Background: an optimization exercise with open tools, aiming at a short achievable clock period and few clock cycles. Do not read the settings as production practice. Where RTL was checked, it was by simulation tests only, not by an equivalence proof against the original. Power is estimated from default activity; no workload was simulated.

==> v9 <==
Design cpu_top, start of the top module:
module cpu_top
(
  input  logic                   clk,
  input  logic                   reset,
  input  logic [16-1:0] instr_word,
  output logic [10-1:0]   iaddr,
  input  logic                   wb_ack_i,
  input  logic [16-1:0] wb_dat_i,
  output logic                   wb_cyc_o,
  output logic                   wb_stb_o,
  output logic                   wb_we_o,
  output logic [16-1:0]  wb_adr_o,
  output logic [16-1:0] wb_dat_o,
  output logic                   halted
);
make LEC_CHECK=0 ABC_CLOCK_PERIOD_IN_PS=2000 CAP_MARGIN=20 CORE_MARGIN=2 CORE_UTILIZATION=40 SETUP_SLACK_MARGIN=5 SLEW_MARGIN=20 TNS_END_PERCENT=100 finish   # period 7.0 ns
run.sh (not shown) runs the stock make flow with config.mk's settings and CLKGATE_MAP_FILE= SYNTH_SCRIPT=/design/flow/synth_recipe.tcl, a recipe that flattens the netlist after the stock synthesis.
==> inputs of v24, as changes to v9 <==
--- a/flow/design.v
+++ b/flow/design.v
@@ -94,12 +94,16 @@
   input  logic                   we,
   input  logic [4-1:0]  wa,
   input  logic [16-1:0] wdata,
   input  logic [(1 << 4)-1:1]   sel1,
   input  logic [(1 << 4)-1:1]   sel2,
+  input  logic [(1 << 4)-1:1]   sel3,
+  input  logic [(1 << 4)-1:1]   sel4,
   output logic [16-1:0] rd1,
-  output logic [16-1:0] rd2
+  output logic [16-1:0] rd2,
+  output logic [16-1:0] rd3,
+  output logic [16-1:0] rd4
 );
   localparam int NREGS = 1 << 4;
   logic [16-1:0] regs [1:NREGS-1];
   always_ff @(posedge clk or posedge reset)
   begin
@@ -117,14 +121,18 @@
   end
   always_comb
   begin
     rd1 = '0;
     rd2 = '0;
+    rd3 = '0;
+    rd4 = '0;
     for (int i = 1; i < NREGS; i++)
     begin
       rd1 = rd1 | (regs[i] & {16{sel1[i]}});
       rd2 = rd2 | (regs[i] & {16{sel2[i]}});
+      rd3 = rd3 | (regs[i] & {16{sel3[i]}});
+      rd4 = rd4 | (regs[i] & {16{sel4[i]}});
     end
   end
 endmodule
 module cpu_alu
 (
@@ -230,21 +238,24 @@
   input  logic                    reset,
   input  logic [16-1:0] instr_word,
   input  logic [10-1:0]    pc_inc,
   input  logic                    stall,
   input  logic                    w_zero,
-  input  logic                    w_eqb,
-  input  logic                    e_zero,
-  input  logic                    e_exact,
+  input  logic                    d_zero,
+  input  logic                    d_exact,
+  input  logic                    w_we,
+  input  logic [4-1:0]   w_rd,
+  output logic [(1 << 4)-1:1]    f_sa,
+  output logic [(1 << 4)-1:1]    f_sb,
+  output logic                    f_exact,
   output logic                    f_take,
   output logic                    redirect,
   output logic [10-1:0]    redirect_pc,
   output logic [16-1:0] ir_o,
   output logic                    d_ldi,
   output logic                    d_sub,
   output logic [4:0]              d_op,
-  output logic                    d_eqz,
   output logic [(1 << 4)-1:1]    d_sa,
   output logic [(1 << 4)-1:1]    d_sb,
   output logic                    d_fe_a,
   output logic                    d_fe_b,
   output logic                    d_fw_a,
@@ -270,27 +281,21 @@
   logic                 e_jz;
   logic                 e_pred;
   logic [10-1:0] e_tgt;
   logic [10-1:0] e_pcp1;
   logic                 w_sf;
-  logic [11:0]          e_fld;
-  logic [11:0]          w_fld;
-  logic                 w_sub;
-  logic [(1 << 4)-1:1] lp_eq;
-  logic                 lp_hit;
-  logic                 lp_zero;
   logic                 flag_q;
   logic                 flag_w;
-  logic                 flag_e;
   logic d_alu;
   logic d_ld;
   logic d_st;
   logic d_halt;
   logic d_jz;
   logic d_jnz;
   logic d_cond;
   logic d_sf;
+  logic d_eq;
   logic d_we;
   logic d_known;
   logic d_take;
   logic red_d;
   logic e_take;
@@ -311,61 +316,50 @@
   assign d_halt = (ir.opcode == cpu_isa_pkg::HALT);
   assign d_jz   = (ir.opcode == cpu_isa_pkg::JZ);
   assign d_jnz  = (ir.opcode == cpu_isa_pkg::JNZ);
   assign d_cond = v_d && (d_jz || d_jnz);
   assign d_sf   = v_d && d_alu;
+  assign d_eq   = d_sub || (ir.opcode == cpu_isa_pkg::XOR);
   assign d_we   = v_d && (d_alu || d_ldi || d_ld) && (ir.rd != '0);
-  assign d_eqz = d_sub || (ir.opcode == cpu_isa_pkg::XOR);
   assign d_op = {ir.opcode == cpu_isa_pkg::XOR, ir.opcode == cpu_isa_pkg::OR,
                  ir.opcode == cpu_isa_pkg::AND, d_sub, ir.opcode == cpu_isa_pkg::ADD};
   assign e_take = e_jz ? w_zero : !w_zero;
   assign red_e  = e_br && (e_take != e_pred);
-  assign flag_e = e_sf ? e_zero : flag_w;
-  assign d_known = !e_sf || e_exact;
-  assign d_take  = d_jz ? flag_e : !flag_e;
+  assign d_known = !e_sf;
+  assign d_take  = d_jz ? flag_w : !flag_w;
   assign red_d   = d_cond && d_known && (d_take != pred_d);
   assign d_go    = v_d && !red_e;
   assign redirect    = red_e || red_d;
   assign redirect_pc = red_e ? (e_take ? e_tgt : e_pcp1) :
                        (d_take ? ir[10-1:0] : pcp1_d);
   assign f_jmp   = (f_ins.opcode == cpu_isa_pkg::JMP);
   assign f_jz    = (f_ins.opcode == cpu_isa_pkg::JZ);
   assign f_jnz   = (f_ins.opcode == cpu_isa_pkg::JNZ);
   assign f_ldi   = (f_ins.opcode == cpu_isa_pkg::LDI);
   logic f_zero;
-  logic f_lp_hit;
-  logic f_lp_zero;
+  assign f_zero  = d_sf ? (d_exact && d_eq && d_zero) : (d_known && flag_w);
   always_comb
   begin
-    f_lp_zero = 1'b0;
     for (int i = 1; i < (1 << 4); i++)
-      if (f_ins.rd == i)
-        f_lp_zero = lp_eq[i];
-    f_lp_hit = (f_ins.opcode == cpu_isa_pkg::SUB) && (f_ins.ra == f_ins.rd);
-  end
-  always_ff @(posedge clk)
-  begin
-    if (!stall)
     begin
-      lp_hit  <= f_lp_hit;
-      lp_zero <= f_lp_zero;
+      f_sa[i] = (f_ins.ra == i);
+      f_sb[i] = (f_ins.rb == i);
     end
   end
-  assign f_zero = d_sf ? (lp_hit && lp_zero) : (d_known && flag_e);
+  assign f_exact = !((d_we && (ir.rd == f_ins.ra || ir.rd == f_ins.rb)) ||
+                     (e_we && (e_rd == f_ins.ra || e_rd == f_ins.rb)) ||
+                     (w_we && (w_rd == f_ins.ra || w_rd == f_ins.rb)));
   assign f_take  = f_jmp || (f_jz && f_zero) || (f_jnz && !f_zero);
   assign bus_start = d_go && (d_ld || d_st);
   assign bus_load  = v_d && (d_ld || d_st);
   assign bus_we    = d_st;
   always_ff @(posedge clk)
   begin
     if (!stall)
     begin
-      for (int i = 1; i < (1 << 4); i++)
-      begin
-        d_sa[i] <= (f_ins.ra == i);
-        d_sb[i] <= (f_ins.rb == i);
-      end
+      d_sa   <= f_sa;
+      d_sb   <= f_sb;
       d_fe_a <= d_we && (ir.rd == f_ins.ra) && !f_ldi;
       d_fe_b <= d_we && (ir.rd == f_ins.rb) && !f_ldi;
       d_fw_a <= e_we && (e_rd == f_ins.ra);
       d_fw_b <= e_we && (e_rd == f_ins.rb);
     end
@@ -402,40 +396,26 @@
       e_op   <= {d_ld, ir.opcode == cpu_isa_pkg::XOR, ir.opcode == cpu_isa_pkg::OR,
                  ir.opcode == cpu_isa_pkg::AND,
                  ir.opcode == cpu_isa_pkg::ADD || d_sub || d_ldi};
       e_inv  <= d_sub;
       e_rd   <= ir.rd;
-      e_fld  <= ir[11:0];
       e_jz   <= d_jz;
       e_pred <= pred_d;
       e_tgt  <= ir[10-1:0];
       e_pcp1 <= pcp1_d;
     end
   end
-  always_ff @(posedge clk)
-    w_fld <= e_fld;
-  always_ff @(posedge clk or posedge reset)
-  begin
-    if (reset)
-      lp_eq <= '0;
-    else if (w_sub && w_fld[7:4] == w_fld[11:8])
-      for (int i = 1; i < (1 << 4); i++)
-        if (w_fld[11:8] == i)
-          lp_eq[i] <= w_eqb;
-  end
   always_ff @(posedge clk or posedge reset)
   begin
     if (reset)
     begin
       w_sf   <= 1'b0;
       flag_q <= 1'b0;
-      w_sub  <= 1'b0;
     end
     else
     begin
-      w_sf  <= e_sf;
-      w_sub <= e_sf && e_inv;
+      w_sf <= e_sf;
       if (w_sf)
         flag_q <= w_zero;
     end
   end
 endmodule
@@ -469,21 +449,22 @@
   logic                   e_inv;
   logic                   e_we;
   logic [4-1:0]  e_rd;
   logic                   w_zero;
   logic [4:0]             d_op;
-  logic [16-1:0] zt_d;
-  logic [16-1:0] zt_q;
-  logic                   zx_q;
-  logic                   e_zero;
-  logic                   d_eqz;
+  logic [(1 << 4)-1:1]   f_sa;
+  logic [(1 << 4)-1:1]   f_sb;
+  logic                   f_exact;
+  logic [16-1:0] rf_fa;
+  logic [16-1:0] rf_fb;
+  logic [16-1:0] eq_q;
+  logic                   zx_dq;
   logic [16-1:0] e_y;
   logic [16-1:0] e_y_inv;
   logic                   w_we;
   logic [4-1:0]  w_rd;
   logic [16-1:0] w_y;
-  logic [16-1:0] w_b;
   logic [16-1:0] rf_a;
   logic [16-1:0] rf_b;
   logic [16-1:0] ea;
   logic [16-1:0] eb;
   logic                   fe_a;
@@ -514,21 +495,24 @@
     .reset       (reset),
     .instr_word  (instr_word),
     .pc_inc      (pc_inc),
     .stall       (stall),
     .w_zero      (w_zero),
-    .w_eqb       (w_y == w_b),
-    .e_zero      (e_zero),
-    .e_exact     (zx_q),
+    .d_zero      (&eq_q),
+    .d_exact     (zx_dq),
+    .w_we        (w_we),
+    .w_rd        (w_rd),
+    .f_sa        (f_sa),
+    .f_sb        (f_sb),
+    .f_exact     (f_exact),
     .f_take      (f_take),
     .redirect    (redirect),
     .redirect_pc (redirect_pc),
     .ir_o        (ir),
     .d_ldi       (d_ldi),
     .d_sub       (d_sub),
     .d_op        (d_op),
-    .d_eqz       (d_eqz),
     .bus_start   (bus_start),
     .bus_load    (bus_load),
     .bus_we      (bus_we),
     .d_sa        (d_sa),
     .d_sb        (d_sb),
@@ -551,24 +535,26 @@
   end
   always_ff @(posedge clk)
   begin
     w_rd <= e_rd;
     w_y  <= e_y;
-    w_b  <= b_q;
   end
-  assign e_zero = &zt_q;
   assign w_zero = (w_y == '0);
   cpu_regfile u_regfile (
     .clk   (clk),
     .reset (reset),
     .we    (w_we),
     .wa    (w_rd),
     .wdata (w_y),
     .sel1  (d_sa),
     .sel2  (d_sb),
+    .sel3  (f_sa),
+    .sel4  (f_sb),
     .rd1   (rf_a),
-    .rd2   (rf_b)
+    .rd2   (rf_b),
+    .rd3   (rf_fa),
+    .rd4   (rf_fb)
   );
   always_comb
   begin
     ea = (w_we && d_fw_a) ? w_y : rf_a;
     eb = (w_we && d_fw_b) ? w_y : rf_b;
@@ -578,19 +564,24 @@
       eb = {{(16-8){ir.ra[3]}}, ir.ra, ir.rb};
     end
   end
   assign fe_a = d_fe_a;
   assign fe_b = d_fe_b;
-  assign zt_d = ~(ea ^ eb);
+  always_ff @(posedge clk)
+  begin
+    if (!stall)
+    begin
+      eq_q  <= ~(rf_fa ^ rf_fb);
+      zx_dq <= f_exact;
+    end
+  end
   assign a_n = fe_a ? e_y_inv : (ea ^ {16{d_sub}});
   assign b_n = fe_b ? e_y : eb;
   always_ff @(posedge clk)
   begin
     a_q  <= a_n;
     b_q  <= b_n;
-    zt_q <= zt_d;
-    zx_q <= !(fe_a || fe_b) && d_eqz;
   end
   cpu_alu u_alu (
     .op    (e_op),
     .inv   (e_inv),
     .d_inv (d_sub),
==> inputs of v1, as changes to v9 <==
--- a/flow/design.v
+++ b/flow/design.v
@@ -274,11 +274,10 @@
   logic                 w_sf;
   logic [11:0]          e_fld;
   logic [11:0]          w_fld;
   logic                 w_sub;
   logic [(1 << 4)-1:1] lp_eq;
-  logic                 lp_hit;
   logic                 lp_zero;
   logic                 flag_q;
   logic                 flag_w;
   logic                 flag_e;
   logic d_alu;
@@ -299,20 +298,14 @@
   logic f_jmp;
   logic f_jz;
   logic f_jnz;
   logic f_ldi;
   assign flag_w = w_sf ? w_zero : flag_q;
-  assign d_alu  = (ir.opcode == cpu_isa_pkg::ADD) || (ir.opcode == cpu_isa_pkg::SUB) ||
-                  (ir.opcode == cpu_isa_pkg::AND) || (ir.opcode == cpu_isa_pkg::OR)  ||
-                  (ir.opcode == cpu_isa_pkg::XOR);
   assign d_ldi  = (ir.opcode == cpu_isa_pkg::LDI);
-  assign d_sub  = (ir.opcode == cpu_isa_pkg::SUB);
   assign d_ld   = (ir.opcode == cpu_isa_pkg::LD);
   assign d_st   = (ir.opcode == cpu_isa_pkg::ST);
   assign d_halt = (ir.opcode == cpu_isa_pkg::HALT);
-  assign d_jz   = (ir.opcode == cpu_isa_pkg::JZ);
-  assign d_jnz  = (ir.opcode == cpu_isa_pkg::JNZ);
   assign d_cond = v_d && (d_jz || d_jnz);
   assign d_sf   = v_d && d_alu;
   assign d_we   = v_d && (d_alu || d_ldi || d_ld) && (ir.rd != '0);
   assign d_eqz = d_sub || (ir.opcode == cpu_isa_pkg::XOR);
   assign d_op = {ir.opcode == cpu_isa_pkg::XOR, ir.opcode == cpu_isa_pkg::OR,
@@ -340,19 +333,34 @@
     for (int i = 1; i < (1 << 4); i++)
       if (f_ins.rd == i)
         f_lp_zero = lp_eq[i];
     f_lp_hit = (f_ins.opcode == cpu_isa_pkg::SUB) && (f_ins.ra == f_ins.rd);
   end
-  always_ff @(posedge clk)
+  logic f_alu;
+  assign f_alu = (f_ins.opcode == cpu_isa_pkg::ADD) || (f_ins.opcode == cpu_isa_pkg::SUB) ||
+                 (f_ins.opcode == cpu_isa_pkg::AND) || (f_ins.opcode == cpu_isa_pkg::OR)  ||
+                 (f_ins.opcode == cpu_isa_pkg::XOR);
+  always_ff @(posedge clk or posedge reset)
   begin
-    if (!stall)
+    if (reset)
+    begin
+      d_alu   <= 1'b0;
+      d_sub   <= 1'b0;
+      d_jz    <= 1'b0;
+      d_jnz   <= 1'b0;
+      lp_zero <= 1'b0;
+    end
+    else if (!stall)
     begin
-      lp_hit  <= f_lp_hit;
-      lp_zero <= f_lp_zero;
+      d_alu   <= f_alu;
+      d_sub   <= (f_ins.opcode == cpu_isa_pkg::SUB);
+      d_jz    <= f_jz;
+      d_jnz   <= f_jnz;
+      lp_zero <= f_lp_hit && f_lp_zero;
     end
   end
-  assign f_zero = d_sf ? (lp_hit && lp_zero) : (d_known && flag_e);
+  assign f_zero = d_sf ? lp_zero : (d_known && flag_e);
   assign f_take  = f_jmp || (f_jz && f_zero) || (f_jnz && !f_zero);
   assign bus_start = d_go && (d_ld || d_st);
   assign bus_load  = v_d && (d_ld || d_st);
   assign bus_we    = d_st;
   always_ff @(posedge clk)
==> flow_metrics.py <==
metrics = {
    "routing": {
        "via_per_inst": 7.07,
        "wl_met2_mm": 50.6,
    },
    "clocking": {
        "path_clk_slew_ns": 0.06,
        "cts_resized": 573,
        "clock-sinks": 452,
    },
    "setup_path": {
        "critPathTopFamily": "compound AO/OA/AOI/OAI gates",
        "crit_arrival_ns": 3.13,
    },
    "final_layout": {
        "clock_area_frac": 0.0533,
    },
    "status": {
        "run_status": "no timing/DRC/antenna violations",
    },
    "placed_design": {
        "hpwl_mm": 65.8,
    },
    "logic_synthesis": {
        "synthSimpleGateAreaFrac": 0.0956,
    },
    "pwr": {
        "pwr-share-clk": 0.227,
        "finalPower_mw": 12.8,
    },
    "grt": {
        "use_met3": 0.141,
    },
}
[end of results for v24]
==> flow_metrics.py <==
metrics = {
    "status": {
        "run_status": "no timing/DRC/antenna violations",
    },
    "setup_path": {
        "critPathTopFamily": "simple AND/OR/NAND/NOR gates",
        "crit_arrival_ns": 3.12,
    },
    "logic_synthesis": {
        "synthSimpleGateAreaFrac": 0.0876,
        "ys_top_cells_by_area": "dfrtp_1 33%, mux2_2 13%, edfxtp_1 12%",
    },
    "pwr": {
        "finalPower_mw": 10.9,
        "pwr-share-clk": 0.249,
    },
    "placed_design": {
        "hpwl_mm": 47.0,
    },
    "clocking": {
        "clock-sinks": 493,
        "path_clk_slew_ns": 0.06,
    },
    "grt": {
        "use_met3": 0.0630,
    },
    "floorplanning": {
        "die-area_mm2": 0.0607,
    },
}
[end of results for v1]
==> flow_metrics.py <==
metrics = {
    "status": {
        "run_status": "no timing/DRC/antenna violations",
    },
    "clocking": {
        "path_clk_slew_ns": 0.07,
        "cts_resized": 563,
        "clock-sinks": 490,
    },
    "logic_synthesis": {
        "synthSimpleGateAreaFrac": 0.0917,
    },
    "placed_design": {
        "hpwl_mm": 48.5,
    },
    "routing": {
        "via_per_inst": 6.27,
    },
    "pwr": {
        "pwr-share-clk": 0.241,
    },
}
[end of results for v9]
Testbench counts of v1, summed over its fixed seeds: cycles 41,083.
No functional check of the RTL was part of v9 and v24.

[re-timing with driven ports]
Ports are ideal in the flow. The routed layouts listed here were re-timed in OpenROAD. Step 1 assumes that a clkbuf_16 drives the clock port and a buf_2 every other input. Step 2, shift: input delay + t, output delay - t, t = (earliest + latest rising clock arrival at the registers) / 2. This alone moves slack from input paths to output paths. Three values: no drivers, after step 1, after step 2; two values: the first two.
| run | t, ns | setup WS [ns] | hold WS [ns] | worst setup path at the end | latest minus earliest clock arrival (ns) |
|---|---|---|---|---|---|
| v9 | 0.665 | 4.342 / 4.331 / 3.887 | 0.374 / 0.374 / 0.374 | input to register | 0.038 / 0.038 |
| v24 | 0.669 | 4.212 / 4.212 / 3.719 | 0.447 / 0.447 / 0.447 | input to register | 0.020 / 0.019 |
| v1 | 0.668 | 4.374 / 4.346 / 3.784 | 0.373 / 0.373 / 0.373 | input to register | 0.026 / 0.026 |
After both steps setup and hold are still met in every run listed. The setup slack of v1, which loses most, moves by -0.028 ns with the drivers and by -0.590 ns with both steps.
